From an optimization exercise on the open Yosys and OpenROAD flow, aimed at small area and a short achievable clock period; shortcuts taken in it are not production practice. Function was checked by simulation only, so behaviour that the tests miss may differ from the original. No activity file was given, so power comes from the tool's default toggle rates.

<file path="flow/flow/run.sh">
#!/bin/bash
# Standard ORFS layout, with the port buffers made from plain buf cells
# instead of the delay buffers buffer_ports picks by default.
set -euo pipefail
export BUFFER_PORTS_ARGS="-buffer_cell sky130_fd_sc_hd__buf_2"
bash standard.sh > standard.log 2>&1
</file>
<file path="flow/standard.sh">
#!/bin/bash
# synth_recipe.tcl (not shown) runs the flow's synth.tcl, then flattens the netlist and writes it again
# the make line also repeats each setting of config.mk as NAME=value (left out here)
make -C /OpenROAD-flow-scripts/flow DESIGN_CONFIG=/design/flow/config.mk WORK_HOME=/design/flow/orfs CLKGATE_MAP_FILE= SYNTH_SCRIPT=/design/flow/synth_recipe.tcl "${@:-finish}"
</file>
<file path="flow/config.mk">
export PLATFORM = sky130hd
export DESIGN_NAME = decode_regfile
export DESIGN_NICKNAME = decode_regfile
export VERILOG_FILES = /design/flow/design.v
export SDC_FILE = /design/flow/constraint.sdc
export NUM_CORES = 4
export LEC_CHECK = 0
export CAP_MARGIN = 20
export CORE_MARGIN = 2
export CORE_UTILIZATION = 50
export CTS_BUF_LIST = sky130_fd_sc_hd__clkbuf_4 sky130_fd_sc_hd__clkbuf_8
export SETUP_SLACK_MARGIN = 0.1
export SLEW_MARGIN = 20
export SYNTH_HIERARCHICAL = 1
export SYNTH_MINIMUM_KEEP_SIZE = 0
</file>
<file path="flow/constraint.sdc">
create_clock -name core_clock -period 4.5 [get_ports {clk_i}]
set_input_delay 0.9000 -clock core_clock [delete_from_list [all_inputs] [get_ports {clk_i}]]
set_output_delay 0.9000 -clock core_clock [all_outputs]
set_load 0.01 [all_outputs]
</file>
<file path="flow/design.v">
module decode_regfile #(
   parameter bit          BYPASS   = 1'b0,
   parameter logic [63:0] RSP_INIT = 64'h0000_0000_0000_0400
) (
   input  logic        clk_i,
   input  logic        rst_n_i,
   input  logic [3:0]  icode_i,
   input  logic [3:0]  rA_i,
   input  logic [3:0]  rB_i,
   input  logic        cnd_i,
   input  logic [63:0] valE_i,
   input  logic [63:0] valM_i,
   input  logic        wb_en_i,
   output logic [3:0]  srcA_o,
   output logic [3:0]  srcB_o,
   output logic [3:0]  dstE_o,
   output logic [3:0]  dstM_o,
   output logic [63:0] valA_o,
   output logic [63:0] valB_o
);
   localparam logic [3:0] I_CMOVQ  = 4'h2;
   localparam logic [3:0] I_IRMOVQ = 4'h3;
   localparam logic [3:0] I_RMMOVQ = 4'h4;
   localparam logic [3:0] I_MRMOVQ = 4'h5;
   localparam logic [3:0] I_OPQ    = 4'h6;
   localparam logic [3:0] I_CALL   = 4'h8;
   localparam logic [3:0] I_RET    = 4'h9;
   localparam logic [3:0] I_PUSHQ  = 4'hA;
   localparam logic [3:0] I_POPQ   = 4'hB;
   localparam logic [3:0] RSP      = 4'h4;
   localparam logic [3:0] RNONE    = 4'hF;
   logic [3:0]  srca, srcb, dste, dstm;
   logic [14:0][63:0] rf_q;
   logic [14:0] vld_q;
   logic [14:0] we_e, we_m, s_hold, s_e, s_m;
   logic [14:0] rd_a, rd_b, rst_a, rst_b;
   logic        fwd_en;
   always_comb begin
      srca = RNONE;
      srcb = RNONE;
      dste = RNONE;
      dstm = RNONE;
      unique case (icode_i)
         I_CMOVQ: begin
            srca = rA_i;
            dste = cnd_i ? rB_i : RNONE;
         end
         I_IRMOVQ: dste = rB_i;
         I_RMMOVQ: begin
            srca = rA_i;
            srcb = rB_i;
         end
         I_MRMOVQ: begin
            srcb = rB_i;
            dstm = rA_i;
         end
         I_OPQ: begin
            srca = rA_i;
            srcb = rB_i;
            dste = rB_i;
         end
         I_CALL: begin
            srcb = RSP;
            dste = RSP;
         end
         I_RET: begin
            srca = RSP;
            srcb = RSP;
            dste = RSP;
         end
         I_PUSHQ: begin
            srca = rA_i;
            srcb = RSP;
            dste = RSP;
         end
         I_POPQ: begin
            srca = RSP;
            srcb = RSP;
            dste = RSP;
            dstm = rA_i;
         end
         default: ;
      endcase
   end
   assign srcA_o = srca;
   assign srcB_o = srcb;
   assign dstE_o = dste;
   assign dstM_o = dstm;
   always_comb begin
      for (int i = 0; i < 15; i++) begin
         we_e[i]   = wb_en_i && dste == 4'(i);
         we_m[i]   = wb_en_i && dstm == 4'(i);
         s_hold[i] = !(we_e[i] || we_m[i]);
         s_e[i]    = we_e[i] && !we_m[i];
         s_m[i]    = we_m[i];
      end
   end
   always_ff @(posedge clk_i or negedge rst_n_i) begin
      if (!rst_n_i) vld_q <= '0;
      else          vld_q <= vld_q | we_e | we_m;
   end
   logic [14:0][63:0] rf_d, rf_nq;
   assign rf_nq = ~rf_q;
   logic [63:0] n_vale, n_valm;
   assign n_vale = ~valE_i;
   assign n_valm = ~valM_i;
   for (genvar i = 0; i < 15; i++) begin : g_wr
      for (genvar j = 0; j < 64; j++) begin : g_bit
         drf_wbit u_w (
            .nq_i(rf_nq[i][j]), .hold_i(s_hold[i]),
            .ne_i(n_vale[j]), .se_i(s_e[i]),
            .nm_i(n_valm[j]), .sm_i(s_m[i]),
            .d_o(rf_d[i][j]));
      end
   end
   always_ff @(posedge clk_i) begin
      for (int i = 0; i < 15; i++)
         rf_q[i] <= rf_d[i];
   end
   always_comb begin
      for (int i = 0; i < 15; i++) begin
         rd_a[i]  = srca == 4'(i) &&  vld_q[i];
         rd_b[i]  = srcb == 4'(i) &&  vld_q[i];
         rst_a[i] = srca == 4'(i) && !vld_q[i];
         rst_b[i] = srcb == 4'(i) && !vld_q[i];
      end
   end
   assign fwd_en = BYPASS && wb_en_i && rst_n_i;
   logic [63:0] rda, rdb;
   logic [63:0][14:0] rf_t;
   logic [14:0] nsel_a, nsel_b;
   assign nsel_a = ~rd_a;
   assign nsel_b = ~rd_b;
   for (genvar j = 0; j < 64; j++) begin : g_t
      for (genvar i = 0; i < 15; i++) begin : g_r
         assign rf_t[j][i] = rf_nq[i][j];
      end
   end
   for (genvar j = 0; j < 64; j++) begin : g_rd
      drf_rbit #(.XTRA(RSP_INIT[j])) u_ra (
         .nq_i(rf_t[j]), .nsel_i(nsel_a), .x_i(rst_a[4]), .v_o(rda[j]));
      drf_rbit #(.XTRA(RSP_INIT[j])) u_rb (
         .nq_i(rf_t[j]), .nsel_i(nsel_b), .x_i(rst_b[4]), .v_o(rdb[j]));
   end
   always_comb begin
      valA_o = rda;
      valB_o = rdb;
      if (fwd_en && srca != RNONE && srca == dstm)      valA_o = valM_i;
      else if (fwd_en && srca != RNONE && srca == dste) valA_o = valE_i;
      if (fwd_en && srcb != RNONE && srcb == dstm)      valB_o = valM_i;
      else if (fwd_en && srcb != RNONE && srcb == dste) valB_o = valE_i;
   end
endmodule
module drf_wbit (
   input  logic nq_i,
   input  logic hold_i,
   input  logic ne_i,
   input  logic se_i,
   input  logic nm_i,
   input  logic sm_i,
   output logic d_o
);
   assign d_o = ~((nq_i & hold_i) | (ne_i & se_i) | (nm_i & sm_i));
endmodule
module drf_rbit #(
   parameter bit XTRA = 1'b0
) (
   input  logic [14:0] nq_i,
   input  logic [14:0] nsel_i,
   input  logic        x_i,
   output logic        v_o
);
   assign v_o = ~&(nsel_i | nq_i) | (XTRA & x_i);
endmodule
</file>
==> results of run 1 <==
## cell type report
| class | count | area [um2] | area share (%) |
|---|---|---|---|
| multi-input cells | 2548 | 19800 | 37.2 |
| flip-flops and latches | 975 | 19600 | 36.9 |
| repair buffers | 526 | 4520 | 8.51 |
| inverters | 1093 | 4120 | 7.75 |
| clock buffers | 272 | 3390 | 6.39 |
| well taps | 1144 | 1430 | 2.69 |
| clock inverters | 28 | 289 | 0.544 |
| diodes | 5 | 12.5 | 0.0236 |
## cell usage after synthesis (2+ instances only)
master	n
a211o_1	5
a21oi_1	6
a222oi_1	960
and2_1	3
and3b_1	2
buf_2	5
clkbuf_1	5
dfrtp_1	15
dfxtp_1	960
inv_1	1091
inv_2	2
nand2_1	135
nand2b_1	7
nand3_1	32
nand3b_1	2
nand4_1	2
nor2_1	162
nor2b_1	7
nor3_1	16
nor3b_1	5
nor4_1	259
nor4_2	4
o21a_1	6
o22ai_1	896
o31ai_1	2
o41ai_1	2
or2_2	6
or3_1	10
## critical path: stages
cell and delay [ns]:
buf_2 0.24, nand2_1 0.13, a31oi_1 0.70, nand3_4 0.48, buf_12 0.34, o22ai_1 0.15
nor4_1 0.08, nand2_1 0.25, buf_2 0.20
## state kept, by name (all words and copies together), names as in the netlist
name,cells
vld_q,15
rf_q,960
## where the power goes
| part | total, mW | leakage [nW] | switching [mW] | internal (mW) |
|---|---|---|---|---|
| clock network | 8.89 | 1.95 | 3.98 | 4.91 |
| registers | 11.2 | 8.16 | 0.533 | 10.6 |
| logic | 5.98 | 16.8 | 3.41 | 2.58 |
| total | 26.0 | 26.9 | 7.91 | 18.1 |
## cell families (layout without fill, tap and decap cells)
kind of cell    count (synthesis)  count (layout)  synth area share, %
simple gates                  660             660                 7.96
compound gates               1888            1888                 36.3
other cells                     0               5                    0
buf+inv                      1103            1919                 9.73
flops                         975             975                 46.0
## layout by cell type (no fill, tap or decap), drive strengths merged, types with 2 or more instances in the layout
cell type	count
dfxtp	960
nor2	162
nand4	2
a222oi	960
o41ai	2
inv	1101
o21a	6
dfrtp	15
or2	6
o21ai	2
a211o	5
clkbuf	272
nand2b	7
nand2	135
clkinv	14
diode	5
nor3b	6
nand3	32
bufinv	3
nand3b	2
nor2b	7
and3b	2
o31ai	2
nor4	263
nor3	17
or3	10
clkinvlp	3
or3b	2
and2	3
o22ai	896
a21oi	6
buf	525
a2111oi	2
## worst max-delay path by stage
stage | to | slack (ns) | depth (start not counted)
floorplan | rf_q[100] | -1.32 | 6
global placement | valB_o[16] | -0.06 | 11
detailed placement | valB_o[16] | -0.11 | 11
CTS | valA_o[7] | 0.11 | 12
global route | valA_o[20] | 0.10 | 11
finish | valB_o[0] | 0.12 | 9
## repair_timing
action,4_1_cts,5_1_grt
resized for setup,1,8
setup endpoints to repair,48,39
hold buffers,1,0
pin swaps,0,2
endpoints found under the hold margin,15,0
cloned,0,0
setup buffers,0,11
## per-module statistics from Yosys, one instance, submodules excluded, a selection
module,flip-flops and latches,cells,copies in the design,area (um2)
decode_regfile,975,2254,1,24800
drf_wbit,0,1,960,10.0
## metal layers
layer	part of all wire [%]	up-vias	wire length, um
li1	-	20724	-
met1	35	23961	79500
met2	40	5351	90700
met3	18	1245	41700
met4	7.1	2	16200
met5	0.065	-	149
## metrics by stage
stage,util [%],cell area (um2),hold slack [ns]
CTS,62.4,52900,0.486
floorplan,-,42900,0.458
global route,62.7,53100,0.531
global placement,58.1,49200,0.501
detailed placement,58.1,49200,0.509
finish,62.7,53100,0.495
==> flow_metrics.tcl, run 1 <==
set metrics [dict create \
    status "finished clean" \
    cts_tree "built" \
    synthCells 4626 \
    synth_top_cell_by_area "dfxtp_1" \
    grt_pass1_wl_um 322000 \
    num_vias 51283 \
    synth_area_um2 42600 \
    setup_slack_ns 0.121 \
    min_path_type "in2async" \
    start_kind "input port" \
    cts_buffers 169 \
    synthArstFlopShare_pct 1.54 \
    drt-vias-per-instance 7.78 \
    area_growth_pct 24.7 \
    final_cells 6591 \
    r2r-end "vld_q[14]" \
    clockBufferDepth 3 \
    power.density_nw_per_um2 490 \
    maxSlewViolCount 0 \
    setup_tns_ns 0 \
    yosys_register_bits 975 \
    dp_slack_ns -0.111 \
    peakVddDrop_mv 0.310 \
    globalRouteMet1Util_pct 63.9 \
    critPathRequiredTime_ns 3.60 \
    routedWlPerCell_um 34.6 \
    ys.flop_type "dfxtp_1" \
    clk_latency_ns 0.89 \
    setup_viol_count_final 0 \
    grt_pass1_vias 47962 \
    ioPinCount 288 \
    grt_max_degree 66 \
    ys_warn_count 7 \
    synthTopCellsByArea "dfxtp_1 45%, a222oi_1 23%, o22ai_1 13%, inv_1 9.6%, nor4_1 3.8%" \
    layout_min_cycle_time_ns 4.38 \
    met2_usage_pct 69.2 \
    yosysTopAreaCellShare_pct 45.1 \
    fmax_mhz 228 \
    rsz0062_at_grt "false" \
    clock_skew_ns 0 \
    end_kind "output port" \
    drive_gt1_share_pct 17.0 \
    n_fill_cell 7534 \
    grt_usage_pct 49.8 \
    syn_area_per_cell_um2 9.21 \
    rrSetupSlack_ns 3.50 \
    fp-row-count 107 \
    cp_max_fo 22 \
    die_y_um 296 \
    die_w_um 296 \
    maxCapViolations 0 \
    fin_total_pwr_mw 26.0 \
    start_util_pct 50.3 \
    reg2regPathDepth 1 \
    worstMarginPinSlew_ns 1.30 \
    nNetsFinal 5457 \
    drtIter0Drc 13747 \
    die-area_um2 87600 \
    clock_sinks 975 \
    overflow 0 \
    antenna_left 0 \
    dpl.hpwl_um 120000 \
    synth_seq_area_share_pct 46.0 \
    power.leakage_nw 26.9 \
    antenna_found_initial 3 \
    clk_pin_slew_worst_paths_ns 0.06 \
    wl_um 228000 \
    drc 0 \
    startpoint "icode_i[0]" \
    worstReg2RegStart "vld_q[14]" \
    maxSlewHeadroom_pct 13.6 \
    port_buffers 287 \
    cts_max_level 4 \
    grtUsageMet3_pct 19.8 \
    dr.pass1.iters 13 \
    syn-num-nets 4770 \
    gp_congestion 0.908 \
    core_um2 84700 \
    dp_cells 6273 \
    critical_path_class "in2out" \
    root_buffer "clkbuf_8" \
    synth.distinct_cells 47 \
    grt-busiest-layer "met2" \
    hold_viol_final 0 \
    arrival_ns 3.48 \
    finalCritPeriodShare_pct 97.3 \
    synth-edff-count 0 \
]
==> run 2: changes to the inputs <==
--- a/flow/design.v
+++ b/flow/design.v
@@ -35,3 +35,2 @@
    logic [14:0] we_e, we_m, s_hold, s_e, s_m;
-   logic [14:0] rd_a, rd_b, rst_a, rst_b;
    logic        fwd_en;
@@ -119,10 +118,22 @@
    end
-   always_comb begin
-      for (int i = 0; i < 15; i++) begin
-         rd_a[i]  = srca == 4'(i) &&  vld_q[i];
-         rd_b[i]  = srcb == 4'(i) &&  vld_q[i];
-         rst_a[i] = srca == 4'(i) && !vld_q[i];
-         rst_b[i] = srcb == 4'(i) && !vld_q[i];
-      end
-   end
+   logic ga_r, ga_4, gb_r, gb_4;
+   drf_grp u_grp (.icode_i(icode_i), .ga_r_o(ga_r), .ga_4_o(ga_4),
+                  .gb_r_o(gb_r), .gb_4_o(gb_4));
+   logic [3:0] ra_lo, ra_hi, rb_lo, rb_hi;
+   drf_pdec2 u_pal (.a_i(rA_i[1:0]), .y_o(ra_lo));
+   drf_pdec2 u_pah (.a_i(rA_i[3:2]), .y_o(ra_hi));
+   drf_pdec2 u_pbl (.a_i(rB_i[1:0]), .y_o(rb_lo));
+   drf_pdec2 u_pbh (.a_i(rB_i[3:2]), .y_o(rb_hi));
+   logic [14:0] nsel_a, nsel_b;
+   for (genvar i = 0; i < 15; i++) begin : g_sel
+      drf_sel #(.IS_RSP(i == 4)) u_sa (
+         .lo_i(ra_lo[i % 4]), .hi_i(ra_hi[i / 4]), .g_r_i(ga_r), .g_4_i(ga_4),
+         .vld_i(vld_q[i]), .nsel_o(nsel_a[i]));
+      drf_sel #(.IS_RSP(i == 4)) u_sb (
+         .lo_i(rb_lo[i % 4]), .hi_i(rb_hi[i / 4]), .g_r_i(gb_r), .g_4_i(gb_4),
+         .vld_i(vld_q[i]), .nsel_o(nsel_b[i]));
+   end
+   logic rst_a4, rst_b4;
+   assign rst_a4 = srca == RSP && !vld_q[4];
+   assign rst_b4 = srcb == RSP && !vld_q[4];
    assign fwd_en = BYPASS && wb_en_i && rst_n_i;
@@ -130,5 +141,2 @@
    logic [63:0][14:0] rf_t;
-   logic [14:0] nsel_a, nsel_b;
-   assign nsel_a = ~rd_a;
-   assign nsel_b = ~rd_b;
    for (genvar j = 0; j < 64; j++) begin : g_t
@@ -140,5 +148,5 @@
       drf_rbit #(.XTRA(RSP_INIT[j])) u_ra (
-         .nq_i(rf_t[j]), .nsel_i(nsel_a), .x_i(rst_a[4]), .v_o(rda[j]));
+         .nq_i(rf_t[j]), .nsel_i(nsel_a), .x_i(rst_a4), .v_o(rda[j]));
       drf_rbit #(.XTRA(RSP_INIT[j])) u_rb (
-         .nq_i(rf_t[j]), .nsel_i(nsel_b), .x_i(rst_b[4]), .v_o(rdb[j]));
+         .nq_i(rf_t[j]), .nsel_i(nsel_b), .x_i(rst_b4), .v_o(rdb[j]));
    end
@@ -172,3 +180,75 @@
 );
-   assign v_o = ~&(nsel_i | nq_i) | (XTRA & x_i);
-endmodule
+   logic [7:0] p;
+   logic [3:0] n;
+   for (genvar k = 0; k < 7; k++) begin : g_p
+      drf_oai22 u_p (.a1_i(nsel_i[2*k]), .a2_i(nq_i[2*k]),
+                     .b1_i(nsel_i[2*k+1]), .b2_i(nq_i[2*k+1]), .y_o(p[k]));
+   end
+   if (XTRA) begin : g_x
+      drf_oai21x u_p (.a1_i(nsel_i[14]), .a2_i(nq_i[14]), .x_i(x_i), .y_o(p[7]));
+   end else begin : g_nx
+      drf_nor2 u_p (.a_i(nsel_i[14]), .b_i(nq_i[14]), .y_o(p[7]));
+   end
+   for (genvar k = 0; k < 4; k++) begin : g_n
+      drf_nor2 u_n (.a_i(p[2*k]), .b_i(p[2*k+1]), .y_o(n[k]));
+   end
+   drf_nand4 u_v (.a_i(n), .y_o(v_o));
+endmodule
+module drf_oai22 (
+   input  logic a1_i, a2_i, b1_i, b2_i,
+   output logic y_o
+);
+   assign y_o = ~((a1_i | a2_i) & (b1_i | b2_i));
+endmodule
+module drf_oai21x (
+   input  logic a1_i, a2_i, x_i,
+   output logic y_o
+);
+   assign y_o = ~(a1_i | a2_i) | x_i;
+endmodule
+module drf_nor2 (
+   input  logic a_i, b_i,
+   output logic y_o
+);
+   assign y_o = ~(a_i | b_i);
+endmodule
+module drf_nand4 (
+   input  logic [3:0] a_i,
+   output logic       y_o
+);
+   assign y_o = ~&a_i;
+endmodule
+module drf_sel #(
+   parameter bit IS_RSP = 1'b0
+) (
+   input  logic lo_i,
+   input  logic hi_i,
+   input  logic g_r_i,
+   input  logic g_4_i,
+   input  logic vld_i,
+   output logic nsel_o
+);
+   assign nsel_o = ~(vld_i && ((g_r_i && lo_i && hi_i) || (IS_RSP && g_4_i)));
+endmodule
+module drf_pdec2 (
+   input  logic [1:0] a_i,
+   output logic [3:0] y_o
+);
+   always_comb begin
+      for (int k = 0; k < 4; k++) y_o[k] = a_i == 2'(k);
+   end
+endmodule
+module drf_grp (
+   input  logic [3:0] icode_i,
+   output logic       ga_r_o,
+   output logic       ga_4_o,
+   output logic       gb_r_o,
+   output logic       gb_4_o
+);
+   assign ga_r_o = icode_i == 4'h2 || icode_i == 4'h4 || icode_i == 4'h6 ||
+                   icode_i == 4'hA;
+   assign ga_4_o = icode_i == 4'hB || icode_i == 4'h9;
+   assign gb_r_o = icode_i == 4'h4 || icode_i == 4'h5 || icode_i == 4'h6;
+   assign gb_4_o = icode_i == 4'hA || icode_i == 4'hB || icode_i == 4'h8 ||
+                   icode_i == 4'h9;
+endmodule
--- a/flow/config.mk
+++ b/flow/config.mk
@@ -9,5 +9,8 @@
 export CORE_MARGIN = 2
-export CORE_UTILIZATION = 50
-export CTS_BUF_LIST = sky130_fd_sc_hd__clkbuf_4 sky130_fd_sc_hd__clkbuf_8
-export SETUP_SLACK_MARGIN = 0.1
+export CORE_UTILIZATION = 35
+export CTS_BUF_LIST = sky130_fd_sc_hd__clkbuf_8 sky130_fd_sc_hd__clkbuf_16
+export CTS_CLUSTER_DIAMETER = 60
+export CTS_CLUSTER_SIZE = 30
+export PLACE_DENSITY = 0.5
+export SETUP_SLACK_MARGIN = 0.8
 export SLEW_MARGIN = 20
==> flow_metrics.tcl, run 2 <==
set metrics [dict create \
    status "finished clean" \
    num_vias 51720 \
    synthTopCellsByCount "1,090 x inv_1, 960 x a222oi_1, 960 x dfxtp_1" \
    nNetsFinal 5690 \
    layout_min_cycle_time_ns 3.84 \
    drtIter0Drc 12781 \
    dpl.hpwl_um 126000 \
    synth.distinct_cells 55 \
    synthTopCellsByArea "dfxtp_1 44%, a222oi_1 22%, o22ai_1 13%, inv_1 9.4%, nor2_1 5.7%" \
    min_path_type "in2async" \
    maxSlewViolCount 0 \
    rrSetupSlack_ns 3.52 \
    yosys_register_bits 975 \
    synth-edff-count 0 \
    ys.flop_type "dfxtp_1" \
    largest_register_ffs 960 \
    drc 0 \
    syn-num-nets 5033 \
    holdWs_ns 0.145 \
    yosysTopAreaCellShare_pct 44.3 \
    clk_pin_slew_worst_paths_ns 0.06 \
    synth_seq_area_share_pct 45.2 \
    layout_common_cells "1,094 x inv_1, 960 x a222oi_1, 960 x dfxtp_1" \
    multi_input_area_um2 21100 \
    fmax_mhz 260 \
    start_kind "input port" \
    critical_path_class "in2out" \
    r2r-end "vld_q[4]" \
    power.leakage_nw 27.9 \
    cts_tree "built" \
    n_fill_cell 12182 \
    synthArstFlopShare_pct 1.54 \
    hold_viol_final 0 \
    die_y_um 356 \
    drt-vias-per-instance 7.11 \
    overflow 0 \
    cts_buffers 108 \
    rsz0062_at_grt "true" \
    wl_um 258000 \
    synth_area_um2 43400 \
    maxSlewHeadroom_pct 22.9 \
    die_w_um 356 \
    area_growth_pct 30.4 \
    grt_pass1_wl_um 343000 \
    core_um2 123000 \
    clockBufferDepth 3 \
    fp-row-count 129 \
    synthCells 4889 \
    antenna_left 0 \
    critPathRequiredTime_ns 3.60 \
    cp_max_fo 26 \
    clk_latency_ns 0.74 \
    die-area_um2 127000 \
    regMostFlops "rf_q" \
    setup_viol_count_final 0 \
    dr.pass1.iters 14 \
    worstReg2RegStart "vld_q[4]" \
    maxCapViolations 0 \
    reg2regPathDepth 2 \
    root_buffer "clkbuf_16" \
    port_buffers 287 \
    routedWlPerCell_um 35.5 \
    worstMarginPinSlew_ns 1.15 \
    regArea_um2 19600 \
    yosysMostFrequentCell "inv_1" \
    placed_area_um2 49300 \
    gp_congestion 0.848 \
    antenna_found_initial 8 \
    peakVddDrop_mv 0.309 \
    grt_max_degree 66 \
    grt_usage_pct 36.7 \
    power.density_nw_per_um2 466 \
    clock_sinks 975 \
    finalCritPeriodShare_pct 85.4 \
    grt_pass1_vias 46712 \
    final_area_um2 56600 \
    ioPinCount 288 \
    reg.largest.list "rf_q x960, vld_q x15" \
    start_util_pct 35.2 \
    synth_top_cell_by_area "dfxtp_1" \
    end_kind "output port" \
    arrival_ns 2.94 \
    cts_hold_buffers 0 \
    clock_skew_ns 0 \
    syn_area_per_cell_um2 8.87 \
    layout_commonest_cell "inv_1" \
    ys_warn_count 8 \
    drive_gt1_share_pct 17.4 \
    cts_max_level 3 \
]
[run 2: cell count changes after synthesis, sizes merged, moves of 6 or more]
| cell | previous run | this run |
|---|---|---|
| nand2 | 135 | 6 |
| nor3 | 17 | 11 |
| and3 | 1 | 7 |
| nand4 | 2 | 157 |
| nor2 | 162 | 663 |
| nand3 | 32 | 2 |
| nor4 | 263 | 7 |
[run 2: cell families after synthesis]
| logic type | count (synthesis) | share of synthesized area (%) |
|---|---|---|
| flip-flops | 975 | 45.2 |
| AO/OA/AOI/OAI | 1901 | 35.9 |
| buffers and inverters | 1102 | 9.56 |
| AND/OR/NAND/NOR | 911 | 9.42 |
[run 2: power by group]
group / switching [mW] / internal (mW) / total, mW
Combinational: 3.18 / 2.36 / 5.54
Clock: 4.34 / 5.52 / 9.86
Sequential: 0.474 / 10.5 / 11.0
[run 2: worst max-delay path: stages]
cell and delay [ns]:
buf_8 0.10, buf_6 0.15, nor2b_2 0.20, and2_4 0.19, o21ai_4 0.20, buf_6 0.14
buf_6 0.30, o22ai_1 0.14, nor2_1 0.17, nand4_1 0.17, buf_2 0.20
[run 2: worst max path at each step]
stage | from | to | slack, ns | depth (start not counted)
6_report | icode_i[3] | valA_o[51] | 0.66 | 11
5_1_grt | icode_i[3] | valA_o[51] | 0.65 | 11
4_1_cts | icode_i[3] | valA_o[24] | 0.72 | 12
3_5_place_dp | icode_i[2] | valB_o[8] | 0.39 | 10
3_3_place_gp | icode_i[0] | valB_o[32] | 0.37 | 11
2_1_floorplan | icode_i[0] | rf_q[896] | -0.84 | 6
[run 2: metrics by stage]
step	setup TNS, ns	setup slack (ns)	util (%)	std cells	power (mW)
after floorplan	-534.84	-0.836	-	4889	14.8
after global placement	0	0.370	40.0	6950	16.1
after detailed placement	0	0.387	40.0	6951	16.2
after CTS	0	0.719	44.2	7209	26.0
after global routing	0	0.651	45.9	7274	27.4
final	0	0.656	45.9	7279	26.4
[run 2: timing repair]
action | in CTS | in global routing
gates cloned | 22 | 34
gates resized for setup | 64 | 239
setup endpoints to repair | 128 | 125
pin swaps | 24 | 45
setup buffers | 36 | 30
[run 2: metal layers]
| metal | vias up | share of wire, % | routed length (um) | GRT usage (%) |
|---|---|---|---|---|
| met5 | - | 0.071 | 184 | 0 |
| met3 | 877 | 15 | 37900 | 8.96 |
| met4 | 6 | 6.1 | 15800 | 18.5 |
| met1 | 25128 | 37 | 96100 | 48.8 |
| met2 | 4468 | 42 | 108000 | 55.2 |
| li1 | 21241 | - | - | - |
[run 2: Yosys stat by module, one instance, submodules excluded, excerpt]
module / times used / cells inside / flops+latches
drf_wbit: 960 / 1 / 0
decode_regfile: 1 / 2211 / 975
drf_oai22: 896 / 1 / 0
drf_pdec2: 4 / 4 / 0
drf_oai21x: 2 / 1 / 0
drf_nand4: 128 / 1 / 0
drf_grp: 1 / 6 / 0
drf_nor2: 638 / 1 / 0
[run 2: layout make-up]
| class | instances | share of cell area [%] |
|---|---|---|
| multi-input cells | 2812 | 37.3 |
| clock inverters | 80 | 1.75 |
| repair buffers | 558 | 10.3 |
| well taps | 1637 | 3.62 |
| clock buffers | 120 | 5.15 |
| diodes | 6 | 0.0265 |
| inverters | 1091 | 7.26 |
| flip-flops and latches | 975 | 34.6 |
==> run 3: changes to the inputs <==
--- a/flow/config.mk
+++ b/flow/config.mk
@@ -14,3 +14,3 @@
 export PLACE_DENSITY = 0.5
-export SETUP_SLACK_MARGIN = 0.8
+export SETUP_SLACK_MARGIN = 0.4
 export SLEW_MARGIN = 20
==> flow_metrics.tcl, run 3 <==
set metrics [dict create \
    status "finished clean" \
    synth_area_um2 43400 \
    yosysMostFrequentCell "inv_1" \
    root_buffer "clkbuf_16" \
    path_buf_inv 4 \
    ys.flop_type "dfxtp_1" \
    power.density_nw_per_um2 487 \
    arrival_ns 3.14 \
    synthArstFlopShare_pct 1.54 \
    reg.largest.list "rf_q x960, vld_q x15" \
    drtIter0Drc 11740 \
    synth_fa_ha_area_share_pct 0 \
    power.leakage_nw 26.2 \
    grt_usage_pct 35.3 \
    drc 0 \
    ys_warn_count 8 \
    start_kind "input port" \
    drive_gt1_share_pct 12.8 \
    layout_common_cells "1,094 x inv_1, 960 x a222oi_1, 960 x dfxtp_1" \
    grt_max_degree 66 \
    end_kind "output port" \
    grt_pass1_vias 46113 \
    synth_compound_area_share_pct 35.9 \
    yosysTopAreaCellShare_pct 44.3 \
    overflow 0 \
    setup_viol_count_final 0 \
    ioPinCount 288 \
    synth_seq_area_share_pct 45.2 \
    fp-row-count 129 \
    routedWlPerCell_um 32.9 \
    cts_buffers 108 \
    die_w_um 356 \
    regMostFlops "rf_q" \
    cts_max_level 3 \
    r2r-end "vld_q[4]" \
    peakVddDrop_mv 0.309 \
    min_path_type "in2async" \
    antenna_left 0 \
    dp_cells 6951 \
    cp_max_fo 44 \
    clock_skew_ns 0 \
    maxSlewViolCount 0 \
    synthCells 4889 \
    syn_area_per_cell_um2 8.87 \
    critPathMaxStageDelay_ns 0.31 \
    rrSetupSlack_ns 3.53 \
    drt-vias-per-instance 6.95 \
    synth-xor-area-share_pct 0 \
    layout_commonest_cell "inv_1" \
    synth.mux.area_fraction_pct 0 \
    maxCapViolations 0 \
    synth_top_cell_by_area "dfxtp_1" \
    syn-num-nets 5033 \
    antenna_found_initial 5 \
    synthTopCellsByArea "dfxtp_1 44%, a222oi_1 22%, o22ai_1 13%, inv_1 9.4%, nor2_1 5.7%" \
    yosys.area_share.simple_pct 9.42 \
    path_depth 10 \
    port_buffers 287 \
    fmax_mhz 248 \
    crit_family "buffers and inverters" \
    clk_pin_slew_worst_paths_ns 0.07 \
    largest_register_ffs 960 \
    critPathRequiredTime_ns 3.60 \
    grt_pass1_wl_um 332000 \
    dpl.hpwl_um 126000 \
    area_growth_pct 22.8 \
    clockBufferDepth 3 \
    num_vias 49771 \
    worstPathCellList "clkbuf_4, nand2b_1, a21oi_2, buf_4, nand4_1, buf_12, o22ai_1, nor2_1, nand4_1, buf_2" \
    final_cells 7157 \
    gp_congestion 0.848 \
    reg2regPathDepth 2 \
    synthTopCellsByCount "1,090 x inv_1, 960 x a222oi_1, 960 x dfxtp_1" \
    maxSlewHeadroom_pct 21.2 \
    synth_top_family_by_area "compound AO/OA/AOI/OAI gates" \
    utilization_pct 43.2 \
    start_util_pct 35.2 \
    finalCritPeriodShare_pct 89.7 \
    die-area_um2 127000 \
    worstMarginPinSlew_ns 1.18 \
    layout_min_cycle_time_ns 4.04 \
    wl_um 235000 \
    synth-edff-count 0 \
    worstReg2RegStart "vld_q[4]" \
    yosys_register_bits 975 \
    clock_sinks 975 \
    die_y_um 356 \
    slowest_stage "buf_12" \
    nNetsFinal 5571 \
    hold_viol_final 0 \
    dr.pass1.iters 14 \
    core_um2 123000 \
    cts_tree "built" \
    crit_path_frequent_cell "nand4_1" \
    clk_latency_ns 0.74 \
    critical_path_class "in2out" \
    rsz0062_at_grt "false" \
    synth.distinct_cells 55 \
]
## run 3: cell counts after synthesis
No cell type changed its count.
## run 3: power breakdown
part	leakage (nW)	switching, mW	total [mW]	internal [mW]
combinational	16.2	2.98	5.20	2.22
clock	1.92	4.30	9.81	5.52
sequential	8.16	0.465	11.0	10.5
## run 3: cells by family after synthesis
logic type             after synthesis
buffers and inverters             1102
DFF                                975
and+or+nand+nor                    911
AOI/OAI and AO/OA                 1901
## run 3: what timing repair did
item	4_1_cts	5_1_grt
pin swaps	1	1
setup endpoints to repair	2	80
gates resized for setup	0	6
gates cloned	0	1
setup buffers	1	1
hold buffers	0	0
endpoints found under the hold margin	0	0
## run 3: how the worst max path moves through the flow
| stage | from | slack [ns] | endpoint |
|---|---|---|---|
| global placement | icode_i[0] | 0.37 | valB_o[32] |
| CTS | icode_i[0] | 0.40 | valB_o[48] |
| floorplan | icode_i[0] | -0.84 | rf_q[896] |
| finish | icode_i[2] | 0.46 | valA_o[40] |
| global route | icode_i[2] | 0.42 | valA_o[14] |
| detailed placement | icode_i[2] | 0.39 | valB_o[8] |
## run 3: final cells by class
cell class / instances / area (um2)
Antenna cell: 3 / 7.51
Clock buffer: 120 / 2910
Clock inverter: 80 / 992
Fill cell: 12480 / 70000
Inverter: 1091 / 4110
Multi-Input combinational cell: 2812 / 20100
Sequential cell: 975 / 19600
Tap cell: 1637 / 2050
Timing Repair Buffer: 439 / 3490
## run 3: stage by stage
| stage | setup slack (ns) | power (mW) | hold slack [ns] | cell area [um2] | TNS, ns |
|---|---|---|---|---|---|
| CTS | 0.403 | 25.9 | 0.121 | 53200 | 0 |
| global placement | 0.370 | 16.1 | 0.500 | 49300 | 0 |
| floorplan | -0.836 | 14.8 | 0.460 | 43700 | -534.84 |
| detailed placement | 0.387 | 16.2 | 0.510 | 49300 | 0 |
| finish | 0.462 | 26.0 | 0.149 | 53300 | 0 |
| global route | 0.423 | 27.1 | 0.158 | 53300 | 0 |
## run 3: Yosys stat by module (local to each module, per instance), a selection
module          times used  cell area [um2]  cells inside
drf_oai22              896             6.26             1
drf_oai21x               2             7.51             1
drf_wbit               960             10.0             1
drf_pdec2                4             26.3             4
drf_nand4              128             6.26             1
drf_nor2               638             3.75             1
decode_regfile           1            24600          2211
drf_grp                  1             37.5             6
## run 3: routing by layer
metal  global-route usage [%]  vias to the layer above  wire (um)
met5                        0                        -         23
met2                     53.6                     3865     102000
met3                     7.55                      619      30400
met4                     16.2                        4      10900
met1                     47.7                    24302      92200
li1                         -                    20981          -

## port drivers added, routing unchanged
The results above use ideal ports. As a check the final layouts listed here were re-extracted and re-timed, cells and wires unchanged.
Step 1 assumes that a clkbuf_16 drives the clock port and a buf_2 every other input.
Step 2, shift: input delay + t, output delay - t, t = (earliest + latest rising clock arrival at the registers) / 2. This alone moves slack from input paths to output paths.
Slacks: no drivers / after step 1 / after step 2; pairs: no drivers / after step 1.
run | shift t [ns] | setup WS [ns] | worst hold slack (ns)
run 1 | 0.957 | 0.121 / 0.098 / 0.098 | 0.495 / 0.444 / 0.518
run 2 | 0.794 | 0.656 / 0.608 / 0.185 | 0.145 / 0.113 / 0.518
run 3 | 0.795 | 0.462 / 0.438 / 0.379 | 0.149 / 0.115 / 0.517
After both steps every run listed still meets setup and hold. For run 2, which loses most, drivers alone change the setup slack by -0.048 ns; drivers and shift together by -0.471 ns.
